What follows belongs to an exercise in optimizing a design on an open flow for small area; a production flow would make more cautious choices.
In this exercise RTL edits were held to simulation tests only and were not proved equivalent to the original.
Power is estimated from default activity; no workload was simulated.

==> flow/design.v <==
package cnn_geom_pkg;
    localparam int CI     = 3;
    localparam int PIX_BW = 16;
    localparam int IMG_W  = 8;
    localparam int IMG_H  = 8;
    localparam int POOL_W = IMG_W / 2;
    localparam int COL_BW = 3;
    localparam int ROW_BW = 3;
endpackage
package cnn_ctrl_pkg;
    typedef enum logic {
        POOL_MAX = 1'b0,
        POOL_AVG = 1'b1
    } pool_op_e;
    typedef enum logic [1:0] {
        S_IDLE = 2'd0,
        S_RUN  = 2'd1,
        S_HOLD = 2'd2
    } pool_state_e;
endpackage
import cnn_geom_pkg::*;
module relu_stage (
    input  logic [PIX_BW-1:0] i_pixel,
    output logic [PIX_BW-2:0] o_mag,
    output logic              o_neg
);
    assign o_mag = i_pixel[PIX_BW-2:0];
    assign o_neg = i_pixel[PIX_BW-1];
endmodule
import cnn_geom_pkg::*;
module line_buffer (
    input  logic              clk,
    input  logic              i_shift,
    input  logic              i_rot,
    input  logic              i_rot_n,
    input  logic              i_odd_col,
    input  logic              i_odd_row,
    input  cnn_ctrl_pkg::pool_op_e i_op,
    input  logic [PIX_BW-2:0] i_mag,
    input  logic              i_neg,
    output logic [PIX_BW-2:0] o_result
);
    logic [PIX_BW:0]   tail;
    logic [PIX_BW-1:0] ring [POOL_W-1];
    logic [PIX_BW-1:0] folded;
    logic [PIX_BW:0]   head;
    logic [PIX_BW:0]   acc_in;    
    logic [PIX_BW:0]   acc_out;
    logic              avg;
    assign avg = (i_op == cnn_ctrl_pkg::POOL_AVG);
    assign folded = {tail[PIX_BW-1:1], avg ? tail[0] : tail[PIX_BW]};
    assign head   = {~avg & ring[0][0], ring[0][PIX_BW-1:1], avg & ring[0][0]};
    logic sel_tail;
    logic sel_head;
    assign sel_tail = i_odd_col | ~i_shift;
    assign sel_head = ~sel_tail & i_odd_row;
    acc_nsel u_acc_nsel (
        .i_a    (tail),
        .i_a_en (sel_tail),
        .i_b    (head),
        .i_b_en (sel_head),
        .o_ny   (acc_in)
    );
    pool_unit u_pool_unit (
        .i_op   (i_op),
        .i_hold (~i_shift),
        .i_nacc (acc_in),
        .i_mag  (i_mag),
        .i_neg  (i_neg),
        .o_acc  (acc_out)
    );
    logic [PIX_BW-1:0] ring_next [POOL_W-1];
    for (genvar i = 0; i < POOL_W-1; i++) begin : g_ring
        logic [PIX_BW-1:0] load;
        if (i == POOL_W-2) begin : g_last
            assign load = folded;
        end else begin : g_mid
            assign load = ring[i+1];
        end
        ring_sel u_ring_sel (
            .i_load    (load),
            .i_load_en (i_rot),
            .i_keep    (ring[i]),
            .i_keep_en (i_rot_n),
            .o_next    (ring_next[i])
        );
    end
    always_ff @(posedge clk) begin
        tail <= acc_out;
        for (int i = 0; i < POOL_W-1; i++) begin
            ring[i] <= ring_next[i];
        end
    end
    assign o_result = tail[PIX_BW:2];
endmodule
module ring_sel (
    input  logic [PIX_BW-1:0] i_load,
    input  logic              i_load_en,
    input  logic [PIX_BW-1:0] i_keep,
    input  logic              i_keep_en,
    output logic [PIX_BW-1:0] o_next
);
    assign o_next = (i_load & {PIX_BW{i_load_en}}) | (i_keep & {PIX_BW{i_keep_en}});
endmodule
module acc_nsel (
    input  logic [PIX_BW:0] i_a,
    input  logic            i_a_en,
    input  logic [PIX_BW:0] i_b,
    input  logic            i_b_en,
    output logic [PIX_BW:0] o_ny
);
    assign o_ny = ~((i_a & {(PIX_BW+1){i_a_en}}) | (i_b & {(PIX_BW+1){i_b_en}}));
endmodule
import cnn_geom_pkg::*;
import cnn_ctrl_pkg::*;
module pool_unit (
    input  cnn_ctrl_pkg::pool_op_e  i_op,
    input  logic                    i_hold,
    input  logic [PIX_BW:0]         i_nacc,
    input  logic [PIX_BW-2:0]       i_mag,
    input  logic                    i_neg,
    output logic [PIX_BW:0]         o_acc
);
    logic [PIX_BW:0]   nacc;
    logic [PIX_BW-2:0] naddend;
    logic [PIX_BW:0]   nsum;
    logic [PIX_BW+1:0] ncarry;
    logic              larger;
    logic              keep;
    assign nacc    = i_nacc;
    assign naddend = (i_op == POOL_AVG && !i_neg && !i_hold) ? ~i_mag : '1;
    assign ncarry[0] = 1'b1;
    for (genvar i = 0; i <= PIX_BW; i++) begin : g_add
        if (i < PIX_BW-1) begin : g_fa
            assign nsum[i]     = nacc[i] ^ naddend[i] ^ ncarry[i];
            assign ncarry[i+1] = (nacc[i] & naddend[i]) | (nacc[i] & ncarry[i])
                               | (naddend[i] & ncarry[i]);
        end else begin : g_ha
            assign nsum[i]     = ~(nacc[i] ^ ncarry[i]);
            assign ncarry[i+1] = nacc[i] | ncarry[i];
        end
    end
    word_gt u_word_gt (
        .i_ntop (nacc[PIX_BW:2]),
        .i_word (i_mag),
        .o_gt   (larger)
    );
    assign keep = i_neg | ~larger;
    assign o_acc = (i_op == POOL_AVG || keep || i_hold) ? ~nsum : {i_mag, i_mag[1:0]};
endmodule
module word_gt (
    input  logic [PIX_BW-2:0] i_ntop,
    input  logic [PIX_BW-2:0] i_word,
    output logic              o_gt
);
    logic [PIX_BW-1:0] borrow;
    assign borrow[0] = 1'b0;
    for (genvar i = 0; i < PIX_BW-1; i++) begin : g_cmp
        assign borrow[i+1] = (i_ntop[i] & i_word[i]) | (i_ntop[i] & borrow[i])
                           | (i_word[i] & borrow[i]);
    end
    assign o_gt = borrow[PIX_BW-1];
endmodule
import cnn_geom_pkg::*;
import cnn_ctrl_pkg::*;
module pool_ctrl (
    input  logic                 clk,
    input  logic                 reset_n,
    input  logic                 i_valid,
    output logic                 o_ready,
    input  cnn_ctrl_pkg::pool_op_e i_pool_op,
    output cnn_ctrl_pkg::pool_op_e o_op,
    output logic                 o_shift,
    output logic                 o_rot,
    output logic                 o_rot_n,
    output logic                 o_odd_col,
    output logic                 o_odd_row,
    output logic                 o_valid,
    output logic                 o_last,
    input  logic                 i_ready
);
    cnn_ctrl_pkg::pool_op_e op_q;
    logic [COL_BW-1:0] col;
    logic [ROW_BW-1:0] row;
    logic              accept;
    logic              frame_start;
    logic              win_done;
    assign o_ready = ~(o_valid & ~i_ready);
    assign accept  = i_valid & o_ready;
    assign frame_start = (row == '0) & (col == '0);
    assign win_done    = accept & row[0] & col[0];
    assign o_last = o_valid & frame_start;
    assign o_op      = cnn_ctrl_pkg::pool_op_e'(frame_start ? i_pool_op : op_q);
    assign o_shift   = accept;
    assign o_rot     = accept & ~col[0];
    assign o_rot_n   = ~o_rot;
    assign o_odd_col = col[0];
    assign o_odd_row = row[0];
    always_ff @(posedge clk or negedge reset_n) begin
        if (!reset_n) begin
            op_q    <= POOL_MAX;
            col     <= '0;
            row     <= '0;
            o_valid <= 1'b0;
        end else begin
            if (accept && frame_start) op_q <= i_pool_op;
            {row, col} <= {row, col} + (COL_BW+ROW_BW)'(accept);
            if (win_done) begin
                o_valid <= 1'b1;
            end else if (i_ready) begin
                o_valid <= 1'b0;
            end
        end
    end
endmodule
import cnn_geom_pkg::*;
import cnn_ctrl_pkg::*;
module cnn_pool_top (
    input  logic                 clk,
    input  logic                 reset_n,
    input  logic                 i_valid,
    output logic                 o_ready,
    input  logic [CI*PIX_BW-1:0] i_pixel,
    input  cnn_ctrl_pkg::pool_op_e             i_pool_op,
    output logic                 o_valid,
    output logic [CI*PIX_BW-1:0] o_pool,
    output logic                 o_last,
    input  logic                 i_ready
);
    logic                     shift;
    logic                     rot;
    logic                     rot_n;
    logic                     odd_col;
    logic                     odd_row;
    cnn_ctrl_pkg::pool_op_e   op;
    for (genvar c = 0; c < CI; c++) begin : g_ch
        logic [PIX_BW-2:0] result;
        logic [PIX_BW-2:0] mag;
        logic              neg;
        relu_stage u_relu (
            .i_pixel (i_pixel[c*PIX_BW +: PIX_BW]),
            .o_mag   (mag),
            .o_neg   (neg)
        );
        line_buffer u_line_buffer (
            .clk       (clk),
            .i_shift   (shift),
            .i_rot     (rot),
            .i_rot_n   (rot_n),
            .i_odd_col (odd_col),
            .i_odd_row (odd_row),
            .i_op      (op),
            .i_mag     (mag),
            .i_neg     (neg),
            .o_result  (result)
        );
        assign o_pool[c*PIX_BW +: PIX_BW] = {1'b0, result};
    end
    pool_ctrl u_pool_ctrl (
        .clk       (clk),
        .reset_n   (reset_n),
        .i_valid   (i_valid),
        .o_ready   (o_ready),
        .i_pool_op (i_pool_op),
        .o_op      (op),
        .o_shift   (shift),
        .o_rot     (rot),
        .o_rot_n   (rot_n),
        .o_odd_col (odd_col),
        .o_odd_row (odd_row),
        .o_valid   (o_valid),
        .o_last    (o_last),
        .i_ready   (i_ready)
    );
endmodule
Settings: LEC_CHECK=0, ABC_AREA=1, CAP_MARGIN=0, CORE_MARGIN=2, CORE_UTILIZATION=80, SLEW_MARGIN=0, SYNTH_HIERARCHICAL=1; clock period 10.0 ns.
standard.sh (not shown) runs the stock make flow with config.mk's settings and CLKGATE_MAP_FILE= SYNTH_SCRIPT=/design/flow/synth_recipe.tcl, a recipe that flattens the netlist after the stock synthesis.
==> flow/flow/run.sh <==
#!/bin/bash
# The standard layout (the standard.sh, unchanged ORFS steps) with
# settings that only reduce cell area:
#  - Yosys's synth skips its quick ABC pass (-noabc), so the adders reach
#    extract_fa as written and map to full adders without inverters between
#    them; the final ABC run maps the logic for area alone
#    (flow/abc_area.script: no buffering or upsizing in ABC; OpenROAD
#    repairs slew, load and timing later);
#  - the port buffers are the smallest buffer, buf_1, not clkdlybuf4s50_1;
#  - CTS uses small clock buffers and no dummy loads.
# Each tool's output goes to a log file of its own in this folder.
set -euo pipefail
W=$PWD

rm -rf "$W/scripts_area"
cp -r "$FLOW_HOME/scripts" "$W/scripts_area"
cp "$W/flow/abc_area.script" "$W/scripts_area/abc_area.script"
# ABC keeps a22o_2 over the smaller a22o_1 of the same function; synthesis
# leaves it out (OpenROAD may still use it later)
sed -i '1i set ::env(DONT_USE_CELLS) "$::env(DONT_USE_CELLS) sky130_fd_sc_hd__a22o_2"' "$W/scripts_area/synth_preamble.tcl"
sed -i 's/^if { !\$::env(SYNTH_HIERARCHICAL) } {$/if { 1 } {/' "$W/scripts_area/synth.tcl"
grep -q '^if { 1 } {$' "$W/scripts_area/synth.tcl"
export SCRIPTS_DIR="$W/scripts_area"

export SYNTH_ARGS="-noabc"
export SYNTH_KEEP_MODULES="ring_sel acc_nsel word_gt pool_ctrl"
export BUFFER_PORTS_ARGS="-buffer_cell sky130_fd_sc_hd__buf_1"
export CTS_ARGS="-sink_clustering_enable -repair_clock_nets -sink_clustering_size 20 -sink_clustering_max_diameter 60 -buf_list {sky130_fd_sc_hd__clkbuf_2 sky130_fd_sc_hd__clkbuf_4 sky130_fd_sc_hd__clkbuf_8} -dont_use_dummy_load"

bash standard.sh synth > "$W/synth.log" 2>&1
bash standard.sh > "$W/layout.log" 2>&1
==> flow/flow/abc_area.script <==
strash
dc2
dch -f
map -a
topo
Then changed:
--- a/flow/flow/run.sh
+++ b/flow/flow/run.sh
@@ -26 +26 @@
-export SYNTH_KEEP_MODULES="ring_sel acc_nsel word_gt pool_ctrl"
+export SYNTH_KEEP_MODULES="ring_sel acc_nsel word_gt"
@@ -28 +28 @@
-export CTS_ARGS="-sink_clustering_enable -repair_clock_nets -sink_clustering_size 20 -sink_clustering_max_diameter 60 -buf_list {sky130_fd_sc_hd__clkbuf_2 sky130_fd_sc_hd__clkbuf_4 sky130_fd_sc_hd__clkbuf_8} -dont_use_dummy_load"
+export CTS_ARGS="-sink_clustering_enable -repair_clock_nets -sink_clustering_size 12 -sink_clustering_max_diameter 30 -buf_list {sky130_fd_sc_hd__clkbuf_4} -dont_use_dummy_load"
Outcome: The changed run ran to the end with no violations; setup slack improves by 52 ps; synthesized cell count went up by 0.77%; sequential share of layout area shrinks by 0.26 points.

== job 101 ==
Starts from the design.v that is shown in full above.
clock: 10.0 ns
lec_check: 0
abc_area: 1
cap_margin: 0
core_margin: 2
core_utilization: 80
slew_margin: 0
synth_hierarchical: 1
==> flow/flow/run.sh <==
#!/bin/bash
# The standard layout (the standard.sh, unchanged ORFS steps) with
# settings that only reduce cell area:
#  - Yosys's synth skips its quick ABC pass (-noabc), so the adders reach
#    extract_fa as written and map to full adders without inverters between
#    them; the final ABC run maps the logic for area alone
#    (flow/abc_area.script: no buffering or upsizing in ABC; OpenROAD
#    repairs slew, load and timing later);
#  - the port buffers are the smallest buffer, buf_1, not clkdlybuf4s50_1;
#  - CTS uses small clock buffers and no dummy loads.
# Each tool's output goes to a log file of its own in this folder.
set -euo pipefail
W=$PWD

rm -rf "$W/scripts_area"
cp -r "$FLOW_HOME/scripts" "$W/scripts_area"
cp "$W/flow/abc_area.script" "$W/scripts_area/abc_area.script"
# ABC keeps a22o_2 over the smaller a22o_1 of the same function; synthesis
# leaves it out (OpenROAD may still use it later)
sed -i '1i set ::env(DONT_USE_CELLS) "$::env(DONT_USE_CELLS) sky130_fd_sc_hd__a22o_2"' "$W/scripts_area/synth_preamble.tcl"
sed -i 's/^if { !\$::env(SYNTH_HIERARCHICAL) } {$/if { 1 } {/' "$W/scripts_area/synth.tcl"
grep -q '^if { 1 } {$' "$W/scripts_area/synth.tcl"
export SCRIPTS_DIR="$W/scripts_area"

export SYNTH_ARGS="-noabc"
export SYNTH_KEEP_MODULES="ring_sel acc_nsel word_gt"
export BUFFER_PORTS_ARGS="-buffer_cell sky130_fd_sc_hd__buf_1"
export CTS_ARGS="-sink_clustering_enable -repair_clock_nets -sink_clustering_size 20 -sink_clustering_max_diameter 60 -buf_list {sky130_fd_sc_hd__clkbuf_2 sky130_fd_sc_hd__clkbuf_4 sky130_fd_sc_hd__clkbuf_8} -dont_use_dummy_load"

bash standard.sh synth > "$W/synth.log" 2>&1
bash standard.sh > "$W/layout.log" 2>&1
Scripts as last shown in full above: flow/flow/abc_area.script
Job 101: full flow OK, the timing, design-rule and antenna checks passed
### job 101 -> job 102
diff --git a/flow/flow/run.sh b/flow/flow/run.sh
--- a/flow/flow/run.sh
+++ b/flow/flow/run.sh
@@ -27,3 +27,3 @@
 export BUFFER_PORTS_ARGS="-buffer_cell sky130_fd_sc_hd__buf_1"
-export CTS_ARGS="-sink_clustering_enable -repair_clock_nets -sink_clustering_size 20 -sink_clustering_max_diameter 60 -buf_list {sky130_fd_sc_hd__clkbuf_2 sky130_fd_sc_hd__clkbuf_4 sky130_fd_sc_hd__clkbuf_8} -dont_use_dummy_load"
+export CTS_ARGS="-sink_clustering_enable -repair_clock_nets -sink_clustering_size 10 -sink_clustering_max_diameter 40 -buf_list {sky130_fd_sc_hd__clkbuf_4} -dont_use_dummy_load"
 
### Flow results
Status: layout overhead on the synthesized area parity (job 101, job 102)
When job 102 is measured against job 101, its transition time at the pin with the least slew margin turns out 0.061 ns lower.
When job 102 is measured against job 101, its final critical-path share of the clock period turns out 1.1 points lower.
Routed via count: job 102 > job 101
Job 102 vs. job 101: count of clock-buffer cells in the layout increased by 12 relative to the old numbers, fraction of area in registers roughly the same.
In job 102 relative to job 101, wire length of the first global-routing pass had gone down slightly.
In the tables for job 102 and job 101, internal power component reads higher with job 101.
Job 101 has a lower number of clock buffers inserted by TritonCTS than job 102.
As far as number of cells after detailed placement goes, job 102 and job 101 are indistinguishable; the numbers are identical.
Inputs modified between job 102 and job 103:
diff --git a/flow/flow/run.sh b/flow/flow/run.sh
--- a/flow/flow/run.sh
+++ b/flow/flow/run.sh
@@ -25,5 +25,5 @@
 export SYNTH_ARGS="-noabc"
-export SYNTH_KEEP_MODULES="ring_sel acc_nsel word_gt"
+export SYNTH_KEEP_MODULES="ring_sel acc_nsel pool_ctrl"
 export BUFFER_PORTS_ARGS="-buffer_cell sky130_fd_sc_hd__buf_1"
-export CTS_ARGS="-sink_clustering_enable -repair_clock_nets -sink_clustering_size 10 -sink_clustering_max_diameter 40 -buf_list {sky130_fd_sc_hd__clkbuf_4} -dont_use_dummy_load"
+export CTS_ARGS="-sink_clustering_enable -repair_clock_nets -sink_clustering_size 20 -sink_clustering_max_diameter 60 -buf_list {sky130_fd_sc_hd__clkbuf_2 sky130_fd_sc_hd__clkbuf_4 sky130_fd_sc_hd__clkbuf_8} -dont_use_dummy_load"
 
### Flow results
- Job 103 reached the final stage; the timing, design-rule and antenna checks on its layout passed.
- Fraction of the mapped netlist area in compound gates delta (job 103 -> job 102): insignificant
- Job 103 -> job 102: number of setup buffers added after CTS delta 0, exact match
- Job 103 vs job 102 — post-layout net count dropped 1.6%.
- Floorplan die width: job 102 vs job 103, no meaningful difference
- Compared with job 102, in job 103 synthesized cell count lower, clock transition at the register clock pins on the worst setup and hold paths after CTS up 0.02 ns, leakage dissipation went down 0.16 nW, data required time at the worst endpoint dropped 0.06 ns.
- Between job 102 and job 103, the fraction of power consumed by combinational cells is higher for job 102.
diff inputs: job 103 => job 104
diff --git a/flow/flow/run.sh b/flow/flow/run.sh
--- a/flow/flow/run.sh
+++ b/flow/flow/run.sh
@@ -25,5 +25,5 @@
 export SYNTH_ARGS="-noabc"
-export SYNTH_KEEP_MODULES="ring_sel acc_nsel pool_ctrl"
+export SYNTH_KEEP_MODULES="ring_sel acc_nsel word_gt"
 export BUFFER_PORTS_ARGS="-buffer_cell sky130_fd_sc_hd__buf_1"
-export CTS_ARGS="-sink_clustering_enable -repair_clock_nets -sink_clustering_size 20 -sink_clustering_max_diameter 60 -buf_list {sky130_fd_sc_hd__clkbuf_2 sky130_fd_sc_hd__clkbuf_4 sky130_fd_sc_hd__clkbuf_8} -dont_use_dummy_load"
+export CTS_ARGS="-sink_clustering_enable -repair_clock_nets -sink_clustering_size 20 -sink_clustering_max_diameter 60 -buf_list {sky130_fd_sc_hd__clkbuf_4 sky130_fd_sc_hd__clkbuf_8} -root_buf sky130_fd_sc_hd__clkbuf_8 -sink_clustering_buffer sky130_fd_sc_hd__clkbuf_8 -dont_use_dummy_load"
 
- When the final numbers for job 104 and job 103 were put side by side, the critical path buffer and inverter count turned out to be greater in job 103.
- Diff job 103 -> job 104: via count of the first global-routing pass climbed 25; total power climbed 0.94%.
- Job 104 against job 103: part of the total power dissipated in combinational logic climbed 1.6 points, number of combinational gates with multiple inputs climbed 5.

[re-timing with driven ports]
No port has a modelled driver above. Below, the same layouts with a new extraction and two added sets of constraints.
Step 1, drivers: a clkbuf_16 drives clk and a buf_2 each remaining input, both assumed.
Step 2 moves the port delays by t, midway between the first and last clock arrival at a register: inputs arrive t later, outputs are due t later. That takes back most of the time a late clock gives input paths.
a / b / c = ideal ports / drivers / drivers and shift; a / b = the first two.
run	t (ns)	slack for setup (ns)	worst setup path after step 2	latest minus earliest clock arrival (ns)	worst register clock-pin slew, ns
the first run of note 1	0.510	0.679 / 0.680 / 0.170	input to register	0.034 / 0.034	0.12 / 0.12
the second run of note 1	0.610	0.731 / 0.742 / 0.132	input to register	0.071 / 0.072	0.12 / 0.12
job 101	0.509	0.592 / 0.609 / 0.100	input to register	0.038 / 0.038	0.12 / 0.12
job 102	0.619	0.701 / 0.712 / 0.093	input to register	0.048 / 0.048	0.11 / 0.11
job 103	0.510	0.549 / 0.559 / 0.049	input to register	0.051 / 0.050	0.12 / 0.12
job 104	0.509	0.592 / 0.609 / 0.100	input to register	0.038 / 0.038	0.12 / 0.12
After both steps every run listed still meets setup and hold. For job 102, which loses most, drivers alone change the setup slack by +0.011 ns; drivers and shift together by -0.608 ns.
